Context: an optimization exercise on an open-source flow, tuned for a short achievable clock period and few clock cycles. The choices shown serve that exercise and are no tape-out recipe.
Only simulation tests tie the RTL to the original design; equivalence was not proved.
No activity file was given, so power comes from the tool's default toggle rates.

==> flow/flow/run.sh <==
#!/bin/bash
# The standard layout (standard.sh, with its synthesis unchanged; the
# hierarchical synthesis is set in config.mk) with settings changed for how
# the layout is made; the SDC is not touched:
# - timing repair aims at a shorter clock than the SDC's (setup margin),
#   without gate cloning (clones added late can overload a net's slew),
# - the ports get buf_8 buffers instead of the default small buffer.
# Each ORFS step writes its own log under orfs/logs; make's output goes to
# standard.log.
set -euo pipefail
bash standard.sh SETUP_SLACK_MARGIN=6.5 SKIP_GATE_CLONING=1 \
  "BUFFER_PORTS_ARGS=-buffer_cell sky130_fd_sc_hd__buf_8" \
  finish > standard.log 2>&1
==> flow/standard.sh <==
#!/bin/bash
# synth_recipe.tcl (not shown) runs the flow's synth.tcl, then flattens the netlist and writes it again
# the make line also repeats each setting of config.mk as NAME=value (left out here)
make -C /OpenROAD-flow-scripts/flow DESIGN_CONFIG=/design/flow/config.mk WORK_HOME=/design/flow/orfs CLKGATE_MAP_FILE= SYNTH_SCRIPT=/design/flow/synth_recipe.tcl "${@:-finish}"
==> flow/config.mk <==
export PLATFORM = sky130hd
export DESIGN_NAME = cpu_core
export DESIGN_NICKNAME = cpu_core
export VERILOG_FILES = /design/flow/design.v
export SDC_FILE = /design/flow/constraint.sdc
export NUM_CORES = 8
export LEC_CHECK = 0
export CAP_MARGIN = 20
export CORE_MARGIN = 2
export CORE_UTILIZATION = 30
export SLEW_MARGIN = 20
export SYNTH_HIERARCHICAL = 1
export SYNTH_MINIMUM_KEEP_SIZE = 0
==> flow/constraint.sdc <==
create_clock -name core_clock -period 9.5 [get_ports {clk}]
set_input_delay 1.9000 -clock core_clock [delete_from_list [all_inputs] [get_ports {clk}]]
set_output_delay 1.9000 -clock core_clock [all_outputs]
set_load 0.01 [all_outputs]
==> flow/design.v <==
package cpu_pkg;
  typedef logic [31:0] word_t;
  typedef logic [4:0]  reg_idx_t;
  typedef logic [3:0]  byte_en_t;
  localparam word_t    RESET_PC = 32'hbfc00000;
  localparam reg_idx_t LINK_REG = 5'd31;
  localparam int       NUM_REGS = 32;
  typedef enum logic [5:0] {
    OP_SPECIAL = 6'h00,
    OP_J       = 6'h02,
    OP_JAL     = 6'h03,
    OP_BEQ     = 6'h04,
    OP_BNE     = 6'h05,
    OP_ADDIU   = 6'h09,
    OP_ANDI    = 6'h0c,
    OP_ORI     = 6'h0d,
    OP_LUI     = 6'h0f,
    OP_LB      = 6'h20,
    OP_LW      = 6'h23,
    OP_LBU     = 6'h24,
    OP_SB      = 6'h28,
    OP_SW      = 6'h2b
  } opcode_e;
  typedef enum logic [5:0] {
    FN_SLL  = 6'h00,
    FN_ADDU = 6'h21,
    FN_SUBU = 6'h23,
    FN_AND  = 6'h24,
    FN_OR   = 6'h25,
    FN_XOR  = 6'h26,
    FN_SLT  = 6'h2a,
    FN_SLTU = 6'h2b
  } funct_e;
  typedef enum logic [3:0] {
    ALU_ADD, ALU_SUB, ALU_AND, ALU_OR, ALU_XOR,
    ALU_SLT, ALU_SLTU, ALU_SLL, ALU_LUI, ALU_LINK
  } alu_op_e;
  typedef enum logic [2:0] {
    MEM_NONE, MEM_LW, MEM_LB, MEM_LBU, MEM_SW, MEM_SB
  } mem_op_e;
endpackage
`timescale 1ns/1ps
module fetch_pred (
  input  logic        arst_n_i,
  input  logic        run,
  input  logic [31:0] i_ir,       
  input  logic        i_v,        
  input  logic        i_lpx,      
  input  logic [9:0]  f_pc_h,     
  input  logic        h_v,        
  input  logic        h_tk,
  input  logic [9:0]  h_tgt,
  input  logic        accept,     
  output logic        i_tk,       
  output logic [9:0]  i_tgt,      
  output logic [9:0]  f_pc_n,     
  output logic [9:0]  f_pc_o      
);
  logic       i_same, i_hi0, i_jmp, i_isbr;
  logic [9:0] i_sum, pc_inc;
  logic       fs_hold, fs_inc, fs_htgt, fs_ijmp, fs_ibr, fs_new, src_tk, go_a;
  assign i_same = (i_ir[25:21] == i_ir[20:16]);
  assign i_hi0  = !i_ir[31] && !i_ir[30] && !i_ir[29];
  assign i_jmp  = i_hi0 && !i_ir[28] && i_ir[27];
  assign i_isbr = i_hi0 && i_ir[28] && !i_ir[27];
  assign i_tk   = i_jmp || (i_isbr && !i_lpx &&
                            ((!i_ir[26] && (i_same || i_ir[15])) || (i_ir[26] && !i_same)));
  assign i_sum  = f_pc_h + i_ir[9:0];
  assign i_tgt  = i_jmp ? i_ir[9:0] : i_sum;
  assign pc_inc = f_pc_h + 10'd1;
  assign src_tk  = h_v ? h_tk : (i_v && i_tk);
  assign fs_new  = accept;
  assign fs_hold = !accept;
  assign fs_inc  = fs_new && !src_tk;
  assign fs_htgt = fs_new && h_v && h_tk;
  assign fs_ijmp = fs_new && !h_v && i_v && i_tk && i_jmp;
  assign fs_ibr  = fs_new && !h_v && i_v && i_tk && !i_jmp;
  assign f_pc_n = ({10{fs_hold}} & f_pc_h) | ({10{fs_inc}} & pc_inc) |
                  ({10{fs_htgt}} & h_tgt) | ({10{fs_ijmp}} & i_ir[9:0]) | ({10{fs_ibr}} & i_sum);
  assign go_a   = arst_n_i && run;
  assign f_pc_o = ({10{go_a && fs_hold}} & f_pc_h) |
                  ({10{go_a && fs_inc}} & pc_inc) | ({10{go_a && fs_htgt}} & h_tgt) |
                  ({10{go_a && fs_ijmp}} & i_ir[9:0]) | ({10{go_a && fs_ibr}} & i_sum) |
                  ({10{arst_n_i && !run}} & f_pc_h);
endmodule
`timescale 1ns/1ps
module cpu_core (
  input  logic        clk,
  input  logic        arst_n_i,
  input  logic        bus_stall_i,
  output logic        inst_sram_en_o,
  output logic [31:0] inst_sram_addr_o,
  input  logic [31:0] inst_sram_rdata_i,
  output logic        data_sram_en_o,
  output logic [3:0]  data_sram_wen_o,
  output logic [31:0] data_sram_addr_o,
  output logic [31:0] data_sram_wdata_o,
  input  logic [31:0] data_sram_rdata_i,
  output logic [31:0] debug_wb_pc_o,
  output logic [3:0]  debug_wb_rf_wen_o,
  output logic [4:0]  debug_wb_rf_wnum_o,
  output logic [31:0] debug_wb_rf_wdata_o
);
  localparam logic [19:0] PAGE = 20'hbfc00;
  logic run;
  assign run = !bus_stall_i;
  logic [9:0]  f_pc, f_pc_h;   
  logic [9:0]  f_pc_n;
  logic        i_v;            
  logic [9:0]  i_pc;
  logic        h_v;            
  logic [31:0] h_ir;
  logic [9:0]  h_pc;
  logic        h_tk;
  logic [9:0]  h_tgt;
  logic [31:0] i_ir;
  logic        i_tk, i_lpx;
  logic [9:0]  i_tgt;
  logic [9:0]  f_pc_o, f_pc_p, f_pc_q;
  assign i_ir = inst_sram_rdata_i;
  logic        src_v, src_tk;
  logic [31:0] src_ir;
  logic [9:0]  src_pc, src_tgt;
  assign src_v   = h_v | i_v;
  assign src_ir  = h_v ? h_ir : i_ir;
  assign src_pc  = h_v ? h_pc : i_pc;
  assign src_tk  = h_v ? h_tk : (i_v & i_tk);
  assign src_tgt = h_v ? h_tgt : i_tgt;
  logic       hazard;      
  logic       r_take;      
  logic       d_take;      
  logic       go;          
  logic       redirect;    
  logic [9:0] redir_pc;
  logic       accept;
  assign accept = r_take | !src_v;
  fetch_pred u_fetch_pred (
    .arst_n_i(arst_n_i), .run(run), .i_ir(i_ir), .i_v(i_v), .i_lpx(i_lpx),
    .f_pc_h(f_pc_h), .h_v(h_v), .h_tk(h_tk), .h_tgt(h_tgt),
    .accept(accept),
    .i_tk(i_tk), .i_tgt(i_tgt), .f_pc_n(f_pc_p), .f_pc_o(f_pc_q)
  );
  assign f_pc_n = redirect ? redir_pc : f_pc_p;
  assign f_pc_o = (arst_n_i && run && redirect) ? redir_pc : f_pc_q;
  always_ff @(posedge clk or negedge arst_n_i) begin
    if (!arst_n_i) begin
      f_pc_h <= '0;
      i_v    <= 1'b0;
      h_v    <= 1'b0;
    end else begin
      if (run) begin
        f_pc_h <= f_pc_n;
        i_v    <= accept & !redirect;
        if (redirect || r_take) begin
          h_v <= 1'b0;
        end else if (i_v) begin
          h_v <= 1'b1;
        end
      end
    end
  end
  localparam int LP_N = 4;
  logic [LP_N-1:0] lp_v, lp_conf;
  logic [9:0]      lp_tag  [LP_N];
  logic [7:0]      lp_trip [LP_N];
  logic [7:0]      lp_cnt  [LP_N];
  logic [1:0]      lp_ptr;
  logic            lpx_n;
  always_comb begin
    lpx_n = 1'b0;
    for (int k = 0; k < LP_N; k++) begin
      if (lp_v[k] && lp_conf[k] && (lp_tag[k] == f_pc_h) && (lp_cnt[k] == lp_trip[k])) begin
        lpx_n = 1'b1;
      end
    end
  end
  always_ff @(posedge clk or negedge arst_n_i) begin
    if (!arst_n_i) begin
      i_lpx <= 1'b0;
    end else if (run) begin
      i_lpx <= lpx_n;
    end
  end
  always_ff @(posedge clk) begin
    if (run) begin
      i_pc <= f_pc_h;
      if (!h_v) begin
        h_ir  <= i_ir;
        h_pc  <= i_pc;
        h_tk  <= i_tk;
        h_tgt <= i_tgt;
      end
    end
  end
  always_ff @(posedge clk) begin
    f_pc <= f_pc_o;
  end
  assign inst_sram_en_o   = 1'b1;
  assign inst_sram_addr_o = {PAGE, f_pc, 2'b00};
  logic        r_v, r_pred;
  logic [31:0] r_ir;
  logic [9:0]  r_pc;
  logic [4:0]  r_rs, r_rt;
  logic [5:0]  s_op, s_fn;
  logic        s_rok, s_sll, s_load, s_store, s_jal;
  logic        s_uses_rs, s_uses_rt, s_mem, s_writes, s_wreg;
  logic [4:0]  s_dest;
  logic [31:0] s_rs_oh, s_rt_oh;
  assign s_op      = r_ir[31:26];
  assign s_fn      = r_ir[5:0];
  assign s_sll     = (s_op == 6'h00) && (s_fn == 6'h00);
  assign s_rok     = (s_op == 6'h00) && ((s_fn == 6'h21) || (s_fn == 6'h23) || (s_fn == 6'h24) ||
                     (s_fn == 6'h25) || (s_fn == 6'h26) || (s_fn == 6'h2a) || (s_fn == 6'h2b) || s_sll);
  assign s_load    = (s_op == 6'h20) || (s_op == 6'h23) || (s_op == 6'h24);
  assign s_store   = (s_op == 6'h28) || (s_op == 6'h2b);
  assign s_jal     = (s_op == 6'h03);
  assign s_mem     = s_load || s_store;
  assign s_uses_rs = (s_rok && !s_sll) || (s_op == 6'h09) || (s_op == 6'h0c) || (s_op == 6'h0d) ||
                     (s_op == 6'h04) || (s_op == 6'h05);
  assign s_uses_rt = s_rok || s_store || (s_op == 6'h04) || (s_op == 6'h05);
  assign s_writes  = s_rok || (s_op == 6'h09) || (s_op == 6'h0c) || (s_op == 6'h0d) ||
                     (s_op == 6'h0f) || s_load || s_jal;
  assign s_dest    = s_rok ? r_ir[15:11] : (s_jal ? 5'd31 : r_ir[20:16]);
  assign s_wreg    = s_writes && (s_dest != 5'd0);
  always_comb begin
    for (int k = 0; k < 32; k++) begin
      s_rs_oh[k] = (r_rs == k[4:0]);
      s_rt_oh[k] = (r_rt == k[4:0]);
    end
  end
  assign r_take = !r_v || d_take;
  logic r_ld;
  assign r_ld = run && r_take;
  always_ff @(posedge clk) begin
    r_rs <= ({5{r_ld}} & src_ir[25:21]) | ({5{!r_ld}} & r_ir[25:21]);
    r_rt <= ({5{r_ld}} & src_ir[20:16]) | ({5{!r_ld}} & r_ir[20:16]);
  end
  always_ff @(posedge clk or negedge arst_n_i) begin
    if (!arst_n_i) begin
      r_v <= 1'b0;
    end else if (run) begin
      if (redirect) begin
        r_v <= 1'b0;
      end else if (r_take) begin
        r_v <= src_v;
      end
    end
  end
  always_ff @(posedge clk) begin
    if (run && r_take) begin
      r_ir      <= src_ir;
      r_pc      <= src_pc;
      r_pred    <= src_tk;
    end
  end
  logic [31:0] rf [1:31];
  logic [31:0] rd_rs, rd_rt;
  always_comb begin
    rd_rs = '0;
    rd_rt = '0;
    for (int k = 1; k < 32; k++) begin
      rd_rs = rd_rs | ({32{s_rs_oh[k]}} & rf[k]);
      rd_rt = rd_rt | ({32{s_rt_oh[k]}} & rf[k]);
    end
  end
  logic        d_v;
  logic [31:0] d_ir;
  logic [9:0]  d_pc;
  logic        d_pred;
  logic [31:0] d_rsv, d_rtv;    
  logic [5:0]  d_op, d_fn;
  logic [4:0]  d_rs, d_rt, d_dest;
  logic        f_addu, f_subu, f_and, f_or, f_xor, f_slt, f_sltu, f_sll, r_ok;
  logic        o_addiu, o_andi, o_ori, o_lui, o_lb, o_lw, o_lbu, o_sb, o_sw;
  logic        o_beq, o_bne, o_j, o_jal;
  logic        d_load, d_store, d_mem, d_uses_rs, d_uses_rt, d_wreg;
  logic        d_sub, d_useimm, d_zero_a, d_add;
  logic [31:0] d_simm, d_imm;
  assign d_op = d_ir[31:26];
  assign d_fn = d_ir[5:0];
  assign d_rs = d_ir[25:21];
  assign d_rt = d_ir[20:16];
  assign f_addu = (d_op == 6'h00) && (d_fn == 6'h21);
  assign f_subu = (d_op == 6'h00) && (d_fn == 6'h23);
  assign f_and  = (d_op == 6'h00) && (d_fn == 6'h24);
  assign f_or   = (d_op == 6'h00) && (d_fn == 6'h25);
  assign f_xor  = (d_op == 6'h00) && (d_fn == 6'h26);
  assign f_slt  = (d_op == 6'h00) && (d_fn == 6'h2a);
  assign f_sltu = (d_op == 6'h00) && (d_fn == 6'h2b);
  assign f_sll  = (d_op == 6'h00) && (d_fn == 6'h00);
  assign r_ok   = f_addu | f_subu | f_and | f_or | f_xor | f_slt | f_sltu | f_sll;
  assign o_addiu = (d_op == 6'h09);
  assign o_andi  = (d_op == 6'h0c);
  assign o_ori   = (d_op == 6'h0d);
  assign o_lui   = (d_op == 6'h0f);
  assign o_lb    = (d_op == 6'h20);
  assign o_lw    = (d_op == 6'h23);
  assign o_lbu   = (d_op == 6'h24);
  assign o_sb    = (d_op == 6'h28);
  assign o_sw    = (d_op == 6'h2b);
  assign o_beq   = (d_op == 6'h04);
  assign o_bne   = (d_op == 6'h05);
  assign o_j     = (d_op == 6'h02);
  assign o_jal   = (d_op == 6'h03);
  assign d_load    = o_lb | o_lw | o_lbu;
  assign d_store   = o_sb | o_sw;
  assign d_sub    = f_subu | f_slt | f_sltu;
  assign d_add    = f_addu | o_addiu | o_lui | o_jal;
  assign d_useimm = o_addiu | o_andi | o_ori | o_lui | o_jal;
  assign d_zero_a = o_lui | o_jal;
  assign d_simm   = {{16{d_ir[15]}}, d_ir[15:0]};
  assign d_imm    = o_addiu ? d_simm :
                    o_lui   ? {d_ir[15:0], 16'h0000} :
                    o_jal   ? {PAGE, d_pc, 2'b00} + 32'd8 :
                              {16'h0000, d_ir[15:0]};
  logic        e_wreg, e_load;
  logic [4:0]  e_dest;
  logic [31:0] e_res, e_a, e_y;
  logic        m_wreg, m_load;
  logic [4:0]  m_dest;
  logic [31:0] m_res, m_val, ld_val;
  logic        t_wreg;
  logic [4:0]  t_dest;
  logic [31:0] t_val;
  logic rs_se, rs_sml, rs_sv;
  logic rt_se, rt_sml, rt_sv;
  logic c_rs_d, c_rs_e, c_rs_m, c_rt_d, c_rt_e, c_rt_m;
  logic h_rs_e, h_rs_m, h_rt_e, h_rt_m;
  logic n_rs_e, n_rs_m, n_rt_e, n_rt_m, n_rs_w, n_rt_w;
  assign c_rs_d = go && d_wreg && (d_dest == r_rs);
  assign c_rt_d = go && d_wreg && (d_dest == r_rt);
  assign c_rs_e = e_wreg && (e_dest == r_rs);
  assign c_rt_e = e_wreg && (e_dest == r_rt);
  assign c_rs_m = m_wreg && (m_dest == r_rs);
  assign c_rt_m = m_wreg && (m_dest == r_rt);
  assign h_rs_e = e_wreg && (e_dest == d_rs);
  assign h_rt_e = e_wreg && (e_dest == d_rt);
  assign h_rs_m = m_wreg && (m_dest == d_rs);
  assign h_rt_m = m_wreg && (m_dest == d_rt);
  assign n_rs_e = d_take && c_rs_d;
  assign n_rt_e = d_take && c_rt_d;
  assign n_rs_m = d_take ? c_rs_e : h_rs_e;
  assign n_rt_m = d_take ? c_rt_e : h_rt_e;
  assign n_rs_w = d_take ? c_rs_m : h_rs_m;
  assign n_rt_w = d_take ? c_rt_m : h_rt_m;
  always_ff @(posedge clk or negedge arst_n_i) begin
    if (!arst_n_i) begin
      {rs_se, rs_sml, rs_sv} <= 3'b001;
      {rt_se, rt_sml, rt_sv} <= 3'b001;
    end else if (run) begin
      rs_se  <= n_rs_e;
      rs_sml <= !n_rs_e && n_rs_m && e_load;
      rs_sv  <= !n_rs_e && !(n_rs_m && e_load);
      rt_se  <= n_rt_e;
      rt_sml <= !n_rt_e && n_rt_m && e_load;
      rt_sv  <= !n_rt_e && !(n_rt_m && e_load);
    end
  end
  assign hazard = d_v && ((d_uses_rs && rs_se && e_load) ||
                          (d_uses_rt && rt_se && e_load) ||
                          (d_mem && (rs_se || rs_sml)));
  assign d_take = !d_v || !hazard;
  assign go = d_v && !hazard;
  always_ff @(posedge clk or negedge arst_n_i) begin
    if (!arst_n_i) begin
      d_v <= 1'b0;
    end else if (run) begin
      if (d_take) begin
        d_v <= r_v & !redirect;
      end
    end
  end
  always_ff @(posedge clk) begin
    if (run && d_take) begin
      d_ir      <= r_ir;
      d_pc      <= r_pc;
      d_pred    <= r_pred;
      d_mem     <= s_mem;
      d_uses_rs <= s_uses_rs;
      d_uses_rt <= s_uses_rt;
      d_wreg    <= s_wreg;
      d_dest    <= s_dest;
    end
  end
  logic rs_ue, rs_um, rs_urd, rs_uh, rt_ue, rt_um, rt_urd, rt_uh;
  assign rs_ue  = run && n_rs_m && !e_load;
  assign rt_ue  = run && n_rt_m && !e_load;
  assign rs_um  = run && !n_rs_m && n_rs_w;
  assign rt_um  = run && !n_rt_m && n_rt_w;
  assign rs_urd = run && d_take && !c_rs_e && !c_rs_m;
  assign rt_urd = run && d_take && !c_rt_e && !c_rt_m;
  assign rs_uh  = !(rs_ue || rs_um || rs_urd);
  assign rt_uh  = !(rt_ue || rt_um || rt_urd);
  always_ff @(posedge clk) begin
    d_rsv <= ({32{rs_ue && e_s_add}} & e_sum) | ({32{rs_ue && e_s_sub}} & ~e_sum) | ({32{rs_ue}} & e_oth) | ({32{rs_um}} & m_val) | ({32{rs_urd}} & rd_rs) | ({32{rs_uh}} & d_rsv);
    d_rtv <= ({32{rt_ue && e_s_add}} & e_sum) | ({32{rt_ue && e_s_sub}} & ~e_sum) | ({32{rt_ue}} & e_oth) | ({32{rt_um}} & m_val) | ({32{rt_urd}} & rd_rt) | ({32{rt_uh}} & d_rtv);
  end
  logic        d_br;
  logic [9:0]  d_tgt, d_fall;
  assign d_br   = o_beq || o_bne;
  assign d_tgt  = d_pc + 10'd1 + d_ir[9:0];
  assign d_fall = d_pc + 10'd2;
  logic [31:0] e_b;
  logic [31:0] e_a_n, e_b_n, e_y_n;
  logic        a_e, a_ml, a_v;
  logic        b_e, b_ml, b_v;
  logic        y_e, y_ml, y_v, y_imm;
  logic [31:0] a_inv;
  assign a_e  = run && !d_zero_a && rs_se;
  assign a_ml = run && !d_zero_a && rs_sml;
  assign a_v  = run && !d_zero_a && rs_sv;
  assign b_e  = run && rt_se;
  assign b_ml = run && rt_sml;
  assign b_v  = run && rt_sv;
  assign y_e  = run && !d_useimm && rt_se;
  assign y_ml = run && !d_useimm && rt_sml;
  assign y_v  = run && !d_useimm && rt_sv;
  assign y_imm = run && d_useimm;
  assign a_inv  = {32{d_sub}};
  assign e_a_n = ({32{a_e && (e_s_add ^ (d_sub && e_as))}} & e_sum) | ({32{a_e && (e_s_sub ^ (d_sub && e_as))}} & ~e_sum) | ({32{a_e && !e_as}} & (e_oth ^ a_inv)) |
                 ({32{a_ml}} & (ld_val ^ a_inv)) | ({32{a_v}} & (d_rsv ^ a_inv)) |
                 ({32{!run}} & e_a);
  assign e_b_n = ({32{b_e && e_s_add}} & e_sum) | ({32{b_e && e_s_sub}} & ~e_sum) | ({32{b_e}} & e_oth) | ({32{b_ml}} & ld_val) | ({32{b_v}} & d_rtv) |
                 ({32{!run}} & e_b);
  assign e_y_n = ({32{y_e && e_s_add}} & e_sum) | ({32{y_e && e_s_sub}} & ~e_sum) | ({32{y_e}} & e_oth) | ({32{y_ml}} & ld_val) |
                 ({32{y_v}} & d_rtv) | ({32{y_imm}} & d_imm) | ({32{!run}} & e_y);
  always_ff @(posedge clk) begin
    e_a <= e_a_n;
    e_b <= e_b_n;
    e_y <= e_y_n;
  end
  logic [31:0] ag_sum;
  assign ag_sum = d_rsv + d_simm;
  logic [31:0] st_v;
  assign st_v = ({32{rt_se && e_s_add}} & e_sum) | ({32{rt_se && e_s_sub}} & ~e_sum) | ({32{rt_se}} & e_oth) | ({32{rt_sml}} & ld_val) | ({32{rt_sv}} & d_rtv);
  logic        rq_en;
  logic [3:0]  rq_wen;
  logic [31:0] rq_wdata;
  logic        q_en_h;
  logic [3:0]  q_wen_h;
  logic [31:0] q_addr_h, q_wdata_h;
  assign rq_en    = go && d_mem;
  assign rq_wen   = o_sw ? 4'b1111 : (o_sb ? (4'b0001 << ag_sum[1:0]) : 4'b0000);
  assign rq_wdata = o_sb ? {4{st_v[7:0]}} : st_v;
  always_ff @(posedge clk or negedge arst_n_i) begin
    if (!arst_n_i) begin
      q_en_h <= 1'b0;
    end else if (run) begin
      q_en_h <= rq_en;
    end
  end
  always_ff @(posedge clk) begin
    data_sram_en_o <= (run & rq_en) | (!run & q_en_h);
  end
  always_ff @(posedge clk) begin
    data_sram_addr_o  <= ({32{run}} & ag_sum) | ({32{!run}} & q_addr_h);
    data_sram_wen_o   <= ({4{run}} & rq_wen) | ({4{!run}} & q_wen_h);
    data_sram_wdata_o <= ({32{run}} & rq_wdata) | ({32{!run}} & q_wdata_h);
    if (run) begin
      q_addr_h  <= ag_sum;
      q_wen_h   <= rq_wen;
      q_wdata_h <= rq_wdata;
    end
  end
  logic        e_v, e_br, e_bne, e_pred, e_back;
  logic        e_lw, e_sx;
  logic [3:0]  e_lsel;
  logic        e_s_add, e_s_sub, e_as, e_s_and, e_s_or, e_s_xor, e_s_slt, e_s_sltu, e_s_sll;
  logic [3:0]  e_sh8, e_sh8_h, e_sh8_n;    
  logic [7:0]  e_sh1, e_sh1_h, e_sh1_n;    
  assign e_sh8_n = 4'b0001 << d_ir[10:9];
  assign e_sh1_n = 8'b00000001 << d_ir[8:6];
  always_ff @(posedge clk) begin
    e_sh8 <= ({4{run}} & e_sh8_n) | ({4{!run}} & e_sh8_h);
    e_sh1 <= ({8{run}} & e_sh1_n) | ({8{!run}} & e_sh1_h);
  end
  logic [9:0]  e_pc, e_tgt, e_fall;
  always_ff @(posedge clk or negedge arst_n_i) begin
    if (!arst_n_i) begin
      e_v    <= 1'b0;
      e_wreg <= 1'b0;
      e_load <= 1'b0;
      e_br   <= 1'b0;
    end else if (run) begin
      e_v    <= go;
      e_wreg <= go && d_wreg;
      e_load <= go && d_load;
      e_br   <= go && d_br;
    end
  end
  always_ff @(posedge clk) begin
    if (run) begin
      e_dest   <= d_dest;
      e_bne    <= o_bne;
      e_back   <= d_ir[15];
      e_pred   <= d_pred;
      e_lw     <= o_lw;
      e_sx     <= o_lb;
      e_lsel   <= 4'b0001 << ag_sum[1:0];
      e_s_add  <= d_add;
      e_s_sub  <= f_subu;
      e_s_and  <= f_and | o_andi;
      e_s_or   <= f_or | o_ori;
      e_s_xor  <= f_xor;
      e_s_slt  <= f_slt;
      e_s_sltu <= f_sltu;
      e_s_sll  <= f_sll;
      e_sh8_h  <= e_sh8_n;
      e_sh1_h  <= e_sh1_n;
      e_pc     <= d_pc;
      e_tgt    <= d_tgt;
      e_fall   <= d_fall;
    end
  end
  logic [32:0] e_s33;
  logic [31:0] e_sum, e_sll_v, e_oth;
  logic        e_cout, e_lt, e_ltu, e_eq, e_taken;
  assign e_s33   = {1'b0, e_a} + {1'b0, e_y};
  assign e_sum   = e_s33[31:0];
  assign e_cout  = e_s33[32];
  assign e_as    = e_s_add || e_s_sub;
  assign e_lt    = (e_a[31] == e_b[31]) ? !e_a[31] : e_cout;
  assign e_ltu   = e_cout;
  logic [31:0] e_sll8;
  always_comb begin
    e_sll8 = '0;
    for (int j = 0; j < 4; j++) begin
      e_sll8 = e_sll8 | ({32{e_sh8[j]}} & (e_b << (8 * j)));
    end
    e_sll_v = '0;
    for (int k = 0; k < 8; k++) begin
      e_sll_v = e_sll_v | ({32{e_sh1[k]}} & (e_sll8 << k));
    end
  end
  assign e_oth = ({32{e_s_and}}  & (e_a & e_y)) |
                 ({32{e_s_or}}   & (e_a | e_y)) |
                 ({32{e_s_xor}}  & (e_a ^ e_y)) |
                 ({32{e_s_slt}}  & {31'd0, e_lt}) |
                 ({32{e_s_sltu}} & {31'd0, e_ltu}) |
                 ({32{e_s_sll}}  & e_sll_v);
  assign e_res = ({32{e_s_add}} & e_sum) | ({32{e_s_sub}} & ~e_sum) | e_oth;
  assign e_eq     = (e_a == e_b);
  assign e_taken  = e_eq ^ e_bne;
  logic [LP_N-1:0] lp_hit;
  logic            lp_any;
  always_comb begin
    for (int k = 0; k < LP_N; k++) begin
      lp_hit[k] = lp_v[k] && (lp_tag[k] == e_pc);
    end
  end
  assign lp_any = |lp_hit;
  always_ff @(posedge clk or negedge arst_n_i) begin
    if (!arst_n_i) begin
      lp_v    <= '0;
      lp_conf <= '0;
      lp_ptr  <= '0;
    end else if (run && e_br && e_back) begin
      for (int k = 0; k < LP_N; k++) begin
        if (lp_hit[k]) begin
          if (e_taken) begin
            if (lp_cnt[k] == lp_trip[k]) lp_conf[k] <= 1'b0;
          end else begin
            lp_conf[k] <= 1'b1;
          end
        end
      end
      if (!lp_any && e_taken) begin
        lp_v[lp_ptr]    <= 1'b1;
        lp_conf[lp_ptr] <= 1'b0;
        lp_ptr          <= lp_ptr + 2'd1;
      end
    end
  end
  always_ff @(posedge clk) begin
    if (run && e_br && e_back) begin
      for (int k = 0; k < LP_N; k++) begin
        if (lp_hit[k]) begin
          if (e_taken) begin
            if (lp_cnt[k] != 8'hff) lp_cnt[k] <= lp_cnt[k] + 8'd1;
          end else begin
            lp_trip[k] <= lp_cnt[k];
            lp_cnt[k]  <= 8'd0;
          end
        end
      end
      if (!lp_any && e_taken) begin
        lp_tag[lp_ptr] <= e_pc;
        lp_cnt[lp_ptr] <= 8'd1;
      end
    end
  end
  assign redirect = e_br && (e_taken != e_pred);
  assign redir_pc = e_taken ? e_tgt : e_fall;
  logic        m_lw, m_sx;
  logic [3:0]  m_lsel;
  logic [9:0]  m_pc;
  logic [7:0]  m_byte;
  always_ff @(posedge clk or negedge arst_n_i) begin
    if (!arst_n_i) begin
      m_wreg <= 1'b0;
      m_load <= 1'b0;
    end else if (run) begin
      m_wreg <= e_wreg;
      m_load <= e_load;
    end
  end
  always_ff @(posedge clk) begin
    if (run) begin
      m_dest <= e_dest;
      m_res  <= e_res;
      m_lw   <= e_lw;
      m_sx   <= e_sx;
      m_lsel <= e_lsel;
      m_pc   <= e_pc;
    end
  end
  assign m_byte = ({8{m_lsel[0]}} & data_sram_rdata_i[7:0]) |
                  ({8{m_lsel[1]}} & data_sram_rdata_i[15:8]) |
                  ({8{m_lsel[2]}} & data_sram_rdata_i[23:16]) |
                  ({8{m_lsel[3]}} & data_sram_rdata_i[31:24]);
  assign ld_val = m_lw ? data_sram_rdata_i : {{24{m_sx & m_byte[7]}}, m_byte};
  assign m_val  = m_load ? ld_val : m_res;
  always_ff @(posedge clk or negedge arst_n_i) begin
    if (!arst_n_i) begin
      for (int i = 1; i < 32; i++) begin
        rf[i] <= '0;
      end
    end else if (run && m_wreg) begin
      rf[m_dest] <= m_val;
    end
  end
  logic [9:0] t_pc_h, t_pc;
  logic       t_wen;
  always_ff @(posedge clk or negedge arst_n_i) begin
    if (!arst_n_i) begin
      t_wreg <= 1'b0;
    end else if (run) begin
      t_wreg <= m_wreg;
    end
  end
  always_ff @(posedge clk) begin
    t_wen <= (run & m_wreg) | (!run & t_wreg);
  end
  always_ff @(posedge clk) begin
    t_pc                <= ({10{run}} & m_pc) | ({10{!run}} & t_pc_h);
    debug_wb_rf_wnum_o  <= ({5{run}} & m_dest) | ({5{!run}} & t_dest);
    debug_wb_rf_wdata_o <= ({32{run}} & m_val) | ({32{!run}} & t_val);
    if (run) begin
      t_pc_h <= m_pc;
      t_dest <= m_dest;
      t_val  <= m_val;
    end
  end
  assign debug_wb_rf_wen_o = {4{t_wen}};
  assign debug_wb_pc_o     = {PAGE, t_pc, 2'b00};
endmodule
==> out/qor.csv, run 1 <==
metric,value,unit
critPathMaxFanout,5,
dpl.cell_count,12800,
slew_headroom,0.183,
layoutNonFillerInstCount,13700,
gp_congestion,0.970,
period_needed,3.46,ns
period_share,0.365,
core.rowCount,200,
synthMuxAreaShare,0.0232,
synth-seq-cells,1832,
area_growth,28.5,%
worst_slew_pin_slew,1.23,ns
min_path_type,reg2reg,
coreArea,0.298,mm²
finalWorstSetupSlack,6.04,ns
synth-adder-area-share,0.0185,
fmax,289,MHz
grt_max_degree,163,
start_util,0.302,
firstDrtPassIters,11,
vias,87000,
largest_reg_flops,992,
clk_transition_reported_paths,0.07,ns
die-height,551,µm
grt_pass1_vias,80200,
mostFrequentLayoutCells,"1376 x nand2_1, 1160 x o21ai_0, 1025 x dfrtp_1",
ys_types,102,
syn_avg_cell_area,9.77,µm²
port_buffers,196,
yosys.area_share.simple,0.123,
power.total,27.2,mW
ys_seq_area_frac,0.517,
maxSlewViolCount,0,
fin_area,0.116,mm²
vdd_ir_drop_max,0.157,mV
drt-total-wl,460000,µm
place_hpwl,263000,µm
grt_first_pass_wirelength,617000,µm
timing.final.hold_violations,0,
synth_compound_area_frac,0.235,
regMostFlops,rf,
r2r_cells,14,
grt_overflow_total,0,
vias_per_cell,6.34,
wire_per_inst,33.5,µm
critPathArrivalTime,4.06,ns
totalNegativeSetupSlack,0,ns
die_area,0.304,mm²
drc,0,
syn_area,0.0899,mm²
clock_path_buffers,4,
power_density,235,mW/mm²
power.leakage,46.6,nW
fin_nets,9791,
cts_tree,yes,
grt_usage,0.282,
cp.required,10.10,ns
top_regs,"rf x992, lp_tag x40",
status,finished clean,
worst-setup-path-type,reg2reg,
layout_commonest_cell,nand2_1,
clock-sinks,1832,
worstSetupEndpointType,flop,
synthCells,9195,
drv_cap,0,
startpoint_type,flop,
finClkSkew,0.143,ns
yosysWarningCount,9,
postPlaceCellArea,0.0974,mm²
ant_nets,0,
async_reset_ff_frac,0.562,
ys.flop_type,dfrtp_1,
fin_util,0.388,
insertion_delay,0.94,ns
synth_top_family_by_area,compound AO/OA/AOI/OAI gates,
h-tree-depth,4,
drtIter0Drc,16300,
antenna_found_initial,35,
synth_xor_xnor_area_share,0.0373,
synth_edf_count,461,
ctsRootBufferMaster,clkbuf_16,
fp.dieW,551,µm
hold_depth,0,
whs,0.396,ns
dp_slack,4.17,ns
cts_buffers,203,
ios,242,
layout-drive-gt1-share,0.246,
rsz0062_at_grt,yes,
setup_viol,0,
modules after synthesis (local to each module, per instance):
| module | cell area (µm²) | flops+latches | copies in the design |
|---|---|---|---|
| cpu_core | 88500 | 1832 | 1 |
| fetch_pred | 1370 | 0 | 1 |
cells by family after synthesis:
| kind of cell | count (synthesis) |
|---|---|
| AO/OA/AOI/OAI | 3145 |
| XOR/XNOR | 383 |
| adder cells (fa/ha/maj) | 131 |
| buffers and inverters | 1020 |
| flip-flops | 1832 |
| multiplexers | 190 |
| other | 2 |
| AND/OR/NAND/NOR | 2492 |
final cells by class:
type | instances | area [µm²]
Clock buffer | 266 | 5660
Sequential cell | 1832 | 46800
Antenna cell | 28 | 70.1
Fill cell | 28500 | 182000
Multi-Input combinational cell | 6386 | 44400
Tap cell | 3939 | 4930
Clock inverter | 102 | 1210
Inverter | 206 | 847
Timing Repair Buffer | 966 | 11500
power by group:
group / switching [mW] / internal (mW)
registers: 1.28 / 9.32
logic: 4.95 / 3.32
clock network: 3.51 / 4.81
total: 9.74 / 17.5
synthesized netlist by cell type (60+ instances only):
cell / instances / area [µm²]
a22oi_1: 653 / 4900
nor2_1: 281 / 1050
a21o_1: 89 / 668
a222oi_1: 184 / 1840
a22o_1: 208 / 1820
ha_1: 125 / 1560
mux2_2: 146 / 1640
a21oi_1: 203 / 1020
nand3_1: 281 / 1410
dfrtp_1: 1028 / 25700
xor2_1: 150 / 1310
clkbuf_1: 682 / 2560
nor3_1: 65 / 325
nand4_1: 91 / 569
inv_1: 204 / 766
or4_1: 65 / 488
nand2_1: 1445 / 5420
dfxtp_1: 341 / 6830
o211ai_1: 60 / 450
xnor2_1: 233 / 2040
edfxtp_1: 461 / 13800
o21ai_0: 1248 / 6250
a221oi_1: 214 / 1870
worst paths after layout:
kind / endpoint / startpoint / slack (ns)
min in group asynchronous: rf[9][24]$_DFFE_PN0P_ / arst_n_i / 0.96
worst min register to register: d_pred$_DFFE_PP_ / r_pred$_DFFE_PP_ / 0.40
worst max-delay path: q_wdata_h[18]$_DFFE_PN_ / e_a[10]$_DFF_P_ / 6.04
max in group asynchronous: rf[17][5]$_DFFE_PN0P_ / arst_n_i / 6.66
worst min-delay path: d_pred$_DFFE_PP_ / r_pred$_DFFE_PP_ / 0.40
worst max register to register: q_wdata_h[18]$_DFFE_PN_ / e_a[10]$_DFF_P_ / 6.04
routing by layer:
layer  vias to the layer above  GRT usage  routed length [µm]  share of wire
met3                      2366      0.110               65800           0.14
met2                      7502      0.413              190000           0.41
met5                         -   0.000938                 586         0.0013
met1                     42200      0.335              160000           0.35
met4                        39      0.205               44100          0.096
li1                      34800          -                   -              -
critical path: stages (launching register included):
cell	delay [ns]
dfxtp_4	0.42
inv_1	0.10
ha_4	0.32
nand2_4	0.10
o32ai_4	0.32
nor4b_4	0.08
buf_6	0.16
a211oi_4	0.34
or3_4	0.21
a21o_1	0.11
and3_4	0.22
inv_4	0.04
a222oi_1	0.35
buf_4	0.32
a21oi_2	0.07
timing repair:
item / in CTS / in global routing
hold buffers: 0 / 0
pin swaps: 194 / 224
endpoints found under the setup margin: 2175 / 1203
setup buffers: 303 / 266
gates resized for setup: 1079 / 470
Testbench counts, summed over its fixed seeds: cycles 113,183.
==> inputs of run 2 (changes only) <==
==> flow/flow/run.sh (replaced) <==
#!/bin/bash
# The standard layout (standard.sh, with its synthesis unchanged; the
# hierarchical synthesis is set in config.mk) with two settings changed for
# how the layout is made; the SDC is not touched:
# - timing repair aims at a shorter clock than the SDC's (setup margin),
# - the ports get buf_8 buffers instead of the default small buffer.
# Each ORFS step writes its own log under orfs/logs; make's output goes to
# standard.log.
set -euo pipefail
bash standard.sh SETUP_SLACK_MARGIN=6.5 \
  "BUFFER_PORTS_ARGS=-buffer_cell sky130_fd_sc_hd__buf_8" \
  finish > standard.log 2>&1
--- a/flow/config.mk
+++ b/flow/config.mk
@@ -8,6 +8,6 @@
 export CAP_MARGIN = 20
 export CORE_MARGIN = 2
 export CORE_UTILIZATION = 30
-export SLEW_MARGIN = 20
+export SLEW_MARGIN = 35
 export SYNTH_HIERARCHICAL = 1
 export SYNTH_MINIMUM_KEEP_SIZE = 0
==> run 2 against run 1 <==
- highest routed layer unchanged
- flip-flop and latch count stayed put
- design area increased by 1.0%
- critical path depth increased by 1
- wire length up 1.9%
- critical path type unchanged
- clock skew grew 0.0072 ns
- still clean on timing, DRC and antenna
- synthesized cell count did not move
- critical endpoint is now q_wdata_h[22]$_DFFE_PN_
- via count rose by 1.5%
- fmax up 0.66%
- worst setup slack improved by 0.023 ns
- die area did not move
==> out/qor.csv, run 2 <==
metric,value,unit
maxSlewViolCount,0,
finClkSkew,0.151,ns
vias,88300,
grt_usage,0.289,
drt-total-wl,469000,µm
clk_transition_reported_paths,0.06,ns
ys_types,102,
ios,242,
area_growth,29.8,%
vdd_ir_drop_max,0.155,mV
coreArea,0.298,mm²
h-tree-depth,4,
synth_area_leaders,"dfrtp_1 29%, edfxtp_1 15%, dfxtp_1 7.6%, o21ai_0 6.9%, nand2_1 6.0%",
start_util,0.302,
timing.final.hold_violations,0,
ys_seq_area_frac,0.517,
die_area,0.304,mm²
clock_path_buffers,4,
power.share.sequential,0.384,
synth_most_common_cell,nand2_1,
regMostFlops,rf,
swShare,0.358,
slew_headroom,0.214,
wire_per_inst,34.1,µm
antenna_found_initial,53,
mostFrequentLayoutCells,"1373 x nand2_1, 1153 x o21ai_0, 1025 x dfrtp_1",
period_share,0.362,
critPathArrivalTime,4.04,ns
async_reset_ff_frac,0.562,
synth_common_cells,"1445 x nand2_1, 1248 x o21ai_0, 1028 x dfrtp_1, 682 x clkbuf_1, 653 x a22oi_1",
layout_commonest_cell,nand2_1,
port_buffers,196,
worstSetupEndpointType,flop,
regToRegSetupSlack,6.06,ns
synth_xor_xnor_area_share,0.0373,
synthCells,9195,
hold_depth,0,
drtIter0Drc,16600,
clock-sinks,1832,
p_clk_frac,0.312,
worst-setup-path-type,reg2reg,
min_path_type,reg2reg,
synth_top_area_frac,0.286,
fin_nets,9801,
setup_viol,0,
min_from,r_ir[25]$_DFFE_PP_,
ctsRootBufferMaster,clkbuf_16,
core.rowCount,200,
firstDrtPassIters,15,
switchingPower,9.90,mW
synth-adder-area-share,0.0185,
synth-seq-cells,1832,
fp.dieW,551,µm
drv_cap,0,
power.leakage,47.1,nW
cts_buffers,202,
grt_first_pass_wirelength,630000,µm
period_needed,3.44,ns
r2r_cells,15,
yosysWarningCount,9,
gp_congestion,0.970,
min_to,d_ir[25]$_DFFE_PP_,
top_regs,"rf x992, lp_tag x40",
ant_nets,0,
drc,0,
grt_max_degree,163,
synth_top_family_by_area,compound AO/OA/AOI/OAI gates,
internal-power,17.7,mW
synth_compound_area_frac,0.235,
totalNegativeSetupSlack,0,ns
pwr-share-comb,0.304,
cts_tree,yes,
layout-drive-gt1-share,0.251,
critPathMaxFanout,5,
worst_slew_pin_slew,1.18,ns
crit_start,e_a[0]$_DFF_P_,
synthMuxAreaShare,0.0232,
fmax,291,MHz
grt_pass1_vias,80700,
power_density,237,mW/mm²
startpoint_type,flop,
insertion_delay,0.95,ns
die-height,551,µm
grt_overflow_total,0,
syn_avg_cell_area,9.77,µm²
ys.flop_type,dfrtp_1,
yosys.area_share.simple,0.123,
syn_area,0.0899,mm²
status,finished clean,
vias_per_cell,6.42,
yosysTopAreaCell,dfrtp_1,
rsz0062_at_grt,yes,
largest_reg_flops,992,
cts_hold_buf,0,
place_hpwl,264000,µm
power.total,27.6,mW
r2r-end,q_wdata_h[22]$_DFFE_PN_,
cp.required,10.10,ns
reg2reg_from,e_a[0]$_DFF_P_,
synth_edf_count,461,
-- run 2: logic make-up (layout without fill, tap and decap cells) --
family	Yosys count	after routing
AND/OR/NAND/NOR	2492	2496
AO/OA/AOI/OAI	3145	3168
XOR/XNOR	383	383
adder cells (fa/ha/maj)	131	131
buffers and inverters	1020	1524
flip-flops	1832	1832
multiplexers	190	190
other	2	97
-- run 2: routing by layer --
| metal | GRT usage | wire [µm] | part of all wire | vias up |
|---|---|---|---|---|
| met5 | 0.00235 | 621 | 0.0013 | - |
| met4 | 0.216 | 44900 | 0.096 | 34 |
| met3 | 0.128 | 70200 | 0.15 | 2558 |
| met2 | 0.417 | 192000 | 0.41 | 8072 |
| met1 | 0.337 | 161000 | 0.34 | 42700 |
| li1 | - | - | - | 34900 |
-- run 2: worst max-delay path by stage --
| stage | cells past startpoint | end | slack (ns) |
|---|---|---|---|
| 5_1_grt | 15 | q_wdata_h[22]$_DFFE_PN_ | 6.05 |
| 3_5_place_dp | 8 | d_rsv[18]$_DFF_P_ | 4.18 |
| 3_3_place_gp | 8 | d_rtv[12]$_DFF_P_ | 4.19 |
| 4_1_cts | 1 | debug_wb_rf_wdata_o[30] | 6.06 |
| 2_1_floorplan | 13 | f_pc[9]$_DFF_P_ | 5.10 |
| 6_report | 15 | q_wdata_h[22]$_DFFE_PN_ | 6.06 |
-- run 2: worst max-delay path, stage by stage (launching register included) --
cell,delay [ns]
dfxtp_4,0.36
ha_4,0.18
fa_2,0.38
a21oi_2,0.18
o211ai_1,0.19
nand3_2,0.19
buf_6,0.14
a211oi_4,0.06
buf_6,0.16
or4_4,0.51
nand3_2,0.09
and3_4,0.26
inv_4,0.06
a21oi_4,0.14
buf_12,0.16
a21oi_1,0.07
-- run 2: per-module statistics from Yosys (local to each module, per instance) --
| module | area, µm² | copies in the design | cells inside |
|---|---|---|---|
| cpu_core | 88500 | 1 | 8999 |
| fetch_pred | 1370 | 1 | 196 |
-- run 2: what timing repair did --
item	CTS	global route
gates cloned	40	28
buffers inserted	309	193
endpoints found under the setup margin	1815	1082
pin swaps	230	242
gates resized for setup	1174	433
-- run 2: through the flow --
| stage | util | instances | hold WS, ns | instance area, µm² | worst slack [ns] |
|---|---|---|---|---|---|
| after detailed placement | 0.328 | 12800 | 0.405 | 97700 | 4.18 |
| final | 0.392 | 13800 | 0.393 | 117000 | 6.06 |
| after global routing | 0.392 | 13700 | 0.421 | 117000 | 6.05 |
| after CTS | 0.378 | 13500 | 0.415 | 113000 | 6.06 |
| after floorplan | - | 9238 | 0.400 | 90800 | 5.10 |
| after global placement | 0.327 | 12800 | 0.403 | 97300 | 4.19 |
-- run 2: layout make-up --
type,instances,area (µm²)
tap,3939,4930
timing repair buffer,945,11500
multi-input combinational,6413,45200
fill,28400,181000
antenna,52,130
clock buffer,274,5910
inverter,206,862
clock inverter,94,1280
sequential,1832,46900
timing repair inverter,5,63.8
-- run 2: power groups by stage --
stage	registers [mW]	logic (mW)	clock network (mW)
finish	10.6	8.41	8.62
global route	10.7	8.70	8.95
CTS	10.5	7.37	8.66
detailed placement	10.6	5.81	0
global placement	10.6	5.69	0
floorplan	10.0	3.46	0
==> inputs of run 3 (changes only) <==
--- a/flow/design.v
+++ b/flow/design.v
@@ -456,10 +456,10 @@
     data_sram_addr_o  <= ({32{run}} & ag_sum) | ({32{!run}} & q_addr_h);
     data_sram_wen_o   <= ({4{run}} & rq_wen) | ({4{!run}} & q_wen_h);
     data_sram_wdata_o <= ({32{run}} & rq_wdata) | ({32{!run}} & q_wdata_h);
+    q_wdata_h         <= ({32{run}} & rq_wdata) | ({32{!run}} & data_sram_wdata_o);
     if (run) begin
       q_addr_h  <= ag_sum;
       q_wen_h   <= rq_wen;
-      q_wdata_h <= rq_wdata;
     end
   end
   logic        e_v, e_br, e_bne, e_pred, e_back;
==> run 3 against run 2 <==
- sequential power hardly changed
- non-clock buffer count is 168 higher
- largest cell class unchanged
- flip-flop and latch count stayed put
- total power is 2.7% lower
==> out/qor.csv, run 3 <==
metric,value,unit
status,finished clean,
grt_max_degree,92,
drv_cap,0,
power.total,26.9,mW
synth_common_cells,"1479 x nand2_1, 1293 x o21ai_0, 1028 x dfrtp_1, 660 x clkbuf_1, 615 x a22oi_1",
place_hpwl,268000,µm
top_regs,"rf x992, lp_tag x40",
worst-setup-path-type,in2reg,
vdd_ir_drop_max,0.168,mV
regToRegSetupSlack,6.11,ns
synth_edf_count,429,
power_density,226,mW/mm²
ys_types,106,
period_share,0.361,
firstDrtPassIters,12,
synthCells,9272,
coreArea,0.298,mm²
cts_hold_buf,0,
clock_path_buffers,4,
wl_met3,72200,µm
critPathArrivalTime,4.19,ns
synth_area_leaders,"dfrtp_1 29%, edfxtp_1 14%, dfxtp_1 8.3%, o21ai_0 7.2%, nand2_1 6.2%",
fp.dieW,551,µm
grt_pass1_vias,81600,
synth_most_common_cell,nand2_1,
fin_util,0.399,
h-tree-depth,4,
synth_top_area_frac,0.286,
antenna_found_initial,33,
wire_per_inst,34.0,µm
dp_slack,3.94,ns
worstSetupEndpointType,flop,
yosysTopAreaCell,dfrtp_1,
ys.flop_type,dfrtp_1,
layout-drive-gt1-share,0.262,
grt_usage,0.290,
ios,242,
yosysWarningCount,9,
ant_nets,0,
drc,0,
fin_nets,10100,
synth-seq-cells,1832,
start_util,0.302,
setup_viol,0,
power.leakage,48.1,nW
nFillCells,28200,
timing.final.hold_violations,0,
ctsRootBufferMaster,clkbuf_16,
slew_headroom,0.207,
finalWorstSetupSlack,6.07,ns
syn_area,0.0899,mm²
startpoint_type,input pin,
cp.required,10.26,ns
fmax,292,MHz
worst_slew_pin_slew,1.19,ns
largest_reg_flops,992,
gp_congestion,0.984,
layout_commonest_cell,nand2_1,
min_from,r_ir[6]$_DFFE_PP_,
top_layer_used,met5,
insertion_delay,0.94,ns
core.rowCount,200,
drt-total-wl,476000,µm
die-height,551,µm
ys_seq_area_frac,0.513,
grt_overflow_total,0,
port_buffers,196,
hold_depth,0,
met1_length,161000,µm
clk_transition_reported_paths,0.06,ns
critPathMaxFanout,6,
cts_buffers,200,
async_reset_ff_frac,0.562,
vias,89800,
period_needed,3.43,ns
mostFrequentLayoutCells,"1416 x nand2_1, 1108 x o21ai_0, 1025 x dfrtp_1",
min_path_type,reg2reg,
min_to,d_ir[6]$_DFFE_PP_,
die_area,0.304,mm²
grt_first_pass_wirelength,633000,µm
rsz0062_at_grt,yes,
wl_met2,192000,µm
r2r_cells,11,
finClkSkew,0.138,ns
totalNegativeSetupSlack,0,ns
drtIter0Drc,18100,
area_growth,32.3,%
clock-sinks,1832,
vias_per_cell,6.42,
syn_avg_cell_area,9.69,µm²
r2r-end,e_y[9]$_DFF_P_,
reg2reg_from,e_y[7]$_DFF_P_,
maxSlewViolCount,0,
regMostFlops,rf,
cts_tree,yes,
==> run 3: cell types whose count changed after synthesis, moves of 20 or more <==
| cell | before | now |
|---|---|---|
| a22oi_1 | 653 | 615 |
| clkbuf_1 | 682 | 660 |
| a21oi_1 | 203 | 225 |
| xor2_1 | 150 | 119 |
| xnor2_1 | 233 | 268 |
| edfxtp_1 | 461 | 429 |
| o21ai_0 | 1248 | 1293 |
| nand2_1 | 1445 | 1479 |
| a22o_1 | 208 | 228 |
| dfxtp_1 | 341 | 373 |
| mux2_2 | 146 | 122 |
==> run 3: cell type report <==
cell class                 count  area [µm²]  share of cell area
tap                         3939        4930              0.0415
timing repair buffer        1113       13700               0.115
clock inverter                89        1080             0.00906
multi-input combinational   6484       45900               0.387
sequential                  1832       46600               0.392
clock buffer                 274        5660              0.0476
timing repair inverter         3        26.3            0.000221
inverter                     220         885             0.00744
antenna                       34        85.1            0.000716
==> run 3: timing repair <==
item	4_1_cts	5_1_grt
pin swaps	164	331
buffers inserted	319	319
setup endpoints to repair	2230	1205
cloned	47	38
gates resized for setup	1047	748
==> run 3: worst max-delay path, cell delays in order <==
cell and delay (ns):
buf_8 0.10, a22oi_2 0.17, nand2_1 0.09, and3b_2 0.26, buf_12 0.17, a21oi_4 0.14, buf_12 0.14, nor2_2 0.04
a221o_2 0.52, a211oi_4 0.58, a21oi_2 0.06
==> run 3: report_power, final <==
group / internal, mW / switching (mW) / leakage, nW
Combinational: 3.32 / 4.93 / 23.3
Sequential: 9.25 / 1.18 / 21.5
Clock: 4.74 / 3.47 / 3.31
Total: 17.3 / 9.58 / 48.1
==> run 3: worst max path at each step <==
stage	slack (ns)	cells past startpoint	from	end
5_1_grt	6.12	10	e_sh1[2]$_DFF_P_	e_y[9]$_DFF_P_
6_report	6.07	11	data_sram_rdata_i[23]	e_y[9]$_DFF_P_
4_1_cts	6.11	1	debug_wb_rf_wdata_o[26]$_DFF_P_	debug_wb_rf_wdata_o[26]
3_5_place_dp	3.94	8	bus_stall_i	lp_cnt[1][5]$_SDFFE_PP0P_
3_3_place_gp	4.00	8	bus_stall_i	lp_cnt[1][4]$_SDFFE_PP0P_
2_1_floorplan	5.41	11	bus_stall_i	f_pc[9]$_DFF_P_
==> run 3: metal layers <==
layer | GRT usage | vias to the layer above
met5 | 0.0125 | -
met4 | 0.224 | 36
met3 | 0.124 | 2819
met2 | 0.419 | 8302
met1 | 0.338 | 43100
li1 | - | 35500
==> run 3: cells by family (layout without fill, tap and decap cells) <==
| group | after synthesis | after routing | synth area share |
|---|---|---|---|
| flops | 1832 | 1832 | 0.513 |
| mux | 165 | 165 | 0.0201 |
| compound gates | 3191 | 3228 | 0.239 |
| simple gates | 2525 | 2528 | 0.124 |
| buf+inv | 1039 | 1699 | 0.0470 |
| other cells | 2 | 79 | 0.0000836 |
| fa+ha+maj | 131 | 131 | 0.0185 |
| xor+xnor | 387 | 387 | 0.0377 |
==> run 3: metrics by stage <==
stage	cell area, µm²	hold WS, ns	std cells
after floorplan	90900	0.400	9315
after global placement	97600	0.401	12900
after detailed placement	97900	0.405	12900
after CTS	112000	0.363	13600
after global routing	119000	0.390	14000
final	119000	0.374	14000
==> run 3: per-module statistics from Yosys, one instance, submodules excluded <==
module	flops+latches	cells	area, µm²	copies in the design
cpu_core	1832	9076	88500	1
fetch_pred	0	196	1370	1
Testbench counts of run 3, summed over its fixed seeds: cycles 113,183.
==> inputs of run 4 (changes only) <==
--- a/flow/design.v
+++ b/flow/design.v
@@ -318,7 +318,7 @@
   logic [31:0] e_res, e_a, e_y;
   logic        m_wreg, m_load;
   logic [4:0]  m_dest;
-  logic [31:0] m_res, m_val, ld_val;
+  logic [31:0] m_res, m_res_b, m_val, ld_val;
   logic        t_wreg;
   logic [4:0]  t_dest;
   logic [31:0] t_val;
@@ -607,7 +607,6 @@
   always_ff @(posedge clk) begin
     if (run) begin
       m_dest <= e_dest;
-      m_res  <= e_res;
       m_lw   <= e_lw;
       m_sx   <= e_sx;
       m_lsel <= e_lsel;
@@ -619,6 +618,10 @@
                   ({8{m_lsel[2]}} & data_sram_rdata_i[23:16]) |
                   ({8{m_lsel[3]}} & data_sram_rdata_i[31:24]);
   assign ld_val = m_lw ? data_sram_rdata_i : {{24{m_sx & m_byte[7]}}, m_byte};
+  always_ff @(posedge clk) begin
+    m_res   <= ({32{run}} & e_res) | ({32{!run}} & m_res_b);
+    m_res_b <= ({32{run}} & e_res) | ({32{!run}} & m_res);
+  end
   assign m_val  = m_load ? ld_val : m_res;
   always_ff @(posedge clk or negedge arst_n_i) begin
     if (!arst_n_i) begin
==> run 4 against run 3 <==
- combinational power is 36% higher
- design area is 6.9% higher
- fmax is 0.97% lower
- clock power is 2% higher
- global-route usage is 0.62 points higher
- total power is 13% higher
- die area is 0.73% higher
- critical endpoint is now d_rtv[16]$_DFF_P_
- highest routed layer unchanged
==> out/qor.csv, run 4 <==
metric,value,unit
status,finished clean,
wire_per_inst,35.5,µm
synth_common_cells,"1453 x nand2_1, 1241 x o21ai_0, 1028 x dfrtp_1, 669 x clkbuf_1, 496 x a22oi_1",
min_path_type,reg2reg,
drt-total-wl,505000,µm
yosysWarningCount,9,
fp.dieW,553,µm
slowest_delay,0.61,ns
cts_tree,yes,
synth-seq-cells,1864,
worst_slew_pin_slew,1.14,ns
power.total,30.5,mW
insertion_delay,0.94,ns
start_util,0.302,
synthCells,9376,
die-height,553,µm
r2r_cells,11,
fin_nets,10200,
yosysTopAreaCell,dfrtp_1,
ctsRootBufferMaster,clkbuf_16,
area_growth,40.4,%
path_common_cell,buf_4,
period_needed,3.46,ns
clock_path_buffers,3,
power.leakage,51.6,nW
largest_reg_flops,992,
drtIter0Drc,18300,
gp_congestion,1.01,
clk_transition_reported_paths,0.07,ns
grt_first_pass_wirelength,657000,µm
synth_edf_count,397,
cts_hold_buf,0,
ys_seq_area_frac,0.513,
layoutNonFillerInstCount,14200,
critPathArrivalTime,4.25,ns
layout_commonest_cell,nand2_1,
grt_max_degree,168,
syn_area,0.0905,mm²
hold_depth,0,
async_reset_ff_frac,0.553,
setup_viol,0,
maxSlewViolCount,0,
timing.final.hold_violations,0,
synth_most_common_cell,nand2_1,
vdd_ir_drop_max,0.215,mV
worst-setup-path-type,reg2reg,
cp.required,10.28,ns
coreArea,0.300,mm²
grt_pass1_vias,86100,
ant_nets,0,
grt_overflow_total,0,
startpoint_type,flop,
r2r-end,d_rtv[16]$_DFF_P_,
crit_chain,"or2_4, buf_4, nor2_4, buf_4, buf_6, a22o_1, a221oi_1, nand4_1, nor3_4, o22ai_4, a221o_1",
clock-sinks,1864,
synth_area_leaders,"dfrtp_1 28%, edfxtp_1 13%, dfxtp_1 9.7%, o21ai_0 6.9%, nand2_1 6.0%",
fmax,289,MHz
h-tree-depth,4,
min_to,d_pc[8]$_DFFE_PP_,
regMostFlops,rf,
firstDrtPassIters,22,
die_area,0.306,mm²
syn_avg_cell_area,9.65,µm²
totalNegativeSetupSlack,0,ns
finClkSkew,0.0670,ns
slew_headroom,0.242,
path_buf_inv,3,
ios,242,
drc,0,
core.rowCount,201,
grt_usage,0.296,
layout-drive-gt1-share,0.351,
antenna_found_initial,29,
cpMaxStageDelayCell,nor3_4,
cp_top_family,simple AND/OR/NAND/NOR gates,
critPathMaxFanout,18,
rsz0062_at_grt,yes,
port_buffers,196,
vias_per_cell,6.66,
vias,94600,
cts_buffers,200,
nFillCells,27600,
ys.flop_type,dfrtp_1,
dpl.cell_count,13000,
reg2reg_from,r_rt[0]$_DFF_P_,
regToRegSetupSlack,6.04,ns
power_density,240,mW/mm²
place_hpwl,271000,µm
mostFrequentLayoutCells,"1385 x nand2_1, 1025 x dfrtp_1, 760 x o21ai_2",
whs,0.398,ns
crit_cells,11,
top_regs,"rf x992, lp_tag x40",
period_share,0.364,
drv_cap,0,
crit_start,r_rt[0]$_DFF_P_,
ys_types,117,
min_from,r_pc[8]$_DFFE_PP_,
worstSetupEndpointType,flop,
synth_top_area_frac,0.284,
[run 4: cell types whose count changed after synthesis, sizes merged, moves of 51 or more]
cell / change
a222oi: -54
a221oi: +77
nand3: -53
a21oi: +104
or4: -63
a22o: +51
a22oi: -118
o22ai: +82
dfxtp: +64
[run 4: area by class of cell]
class	count	area (µm²)	area share
Timing Repair Buffer	1228	17400	0.137
Clock buffer	285	5870	0.0462
Antenna cell	31	77.6	0.000610
Sequential cell	1864	46900	0.369
Timing Repair inverter	3	31.3	0.000246
Inverter	248	1010	0.00798
Clock inverter	93	1120	0.00879
Multi-Input combinational cell	6504	49800	0.392
Tap cell	3958	4950	0.0390
[run 4: cell families (layout without fill, tap and decap cells)]
group,count (synthesis),after routing,share of synthesized area
fa+ha+maj,131,131,0.0184
simple gates,2473,2487,0.121
buf+inv,1079,1857,0.0479
mux,168,169,0.0201
flops,1864,1864,0.513
compound gates,3282,3295,0.243
other cells,2,76,0.0000830
xor+xnor,377,377,0.0366
[run 4: metal layers]
layer  GRT usage  vias up  part of all wire
li1            -    36200                 -
met1       0.352    45800              0.34
met2       0.412     9135              0.39
met3       0.147     3466              0.17
met4       0.205       54              0.10
met5      0.0197        -            0.0040
[run 4: per-module statistics from Yosys, one instance, submodules excluded]
module      times used  cells
cpu_core             1   9180
fetch_pred           1    196
[run 4: what timing repair did]
item                                    4_1_cts  5_1_grt
endpoints found under the setup margin     2026     1528
buffers inserted                            436      202
gates resized for setup                    2247     1103
pin swaps                                   680      491
gates cloned                                109       60
[run 4: worst max path at each step]
stage / endpoint / slack [ns]
after global routing: e_y[16]$_DFF_P_ / 6.09
after detailed placement: lp_tag[3][8]$_DFFE_PP_ / 4.04
final: d_rtv[16]$_DFF_P_ / 6.04
after CTS: debug_wb_rf_wdata_o[12] / 6.11
after floorplan: f_pc[9]$_DFF_P_ / 5.49
after global placement: lp_cnt[0][3]$_SDFFE_PP0P_ / 4.12
[run 4: metrics by stage]
step	instance area [µm²]	util	setup WS, ns
global placement	98400	0.328	4.12
floorplan	91600	-	5.49
finish	127000	0.424	6.04
detailed placement	99000	0.330	4.04
CTS	120000	0.400	6.11
global route	127000	0.423	6.09
[run 4: where the power goes]
group          total [mW]  internal, mW  switching [mW]
Combinational        11.2          4.95            6.26
Sequential           10.9          9.52            1.40
Clock                8.36          4.66            3.69
Testbench counts of run 4, summed over its fixed seeds: cycles 113,183.

[static timing again, ports no longer ideal]
No port has a modelled driver above. Below, the same layouts with a new extraction and two added sets of constraints. Step 1, drivers: a clkbuf_16 drives clk and a buf_2 each remaining input, both assumed. Step 2 moves the port delays by t, midway between the first and last clock arrival at a register: inputs arrive t later, outputs are due t later. That takes back most of the time a late clock gives input paths. Three values: no drivers, after step 1, after step 2; two values: the first two.
run	shift t [ns]	setup WS [ns]	hold slack, ns
run 1	0.972	6.036 / 5.990 / 5.280	0.396 / 0.396 / 0.396
run 2	0.965	6.058 / 6.019 / 5.245	0.393 / 0.393 / 0.393
run 3	0.979	6.071 / 6.016 / 5.167	0.374 / 0.374 / 0.374
run 4	1.008	6.037 / 6.016 / 5.169	0.398 / 0.398 / 0.398
After both steps every run listed still meets setup and hold. The setup slack of run 3, which loses most, moves by -0.055 ns with the drivers and by -0.904 ns with both steps.
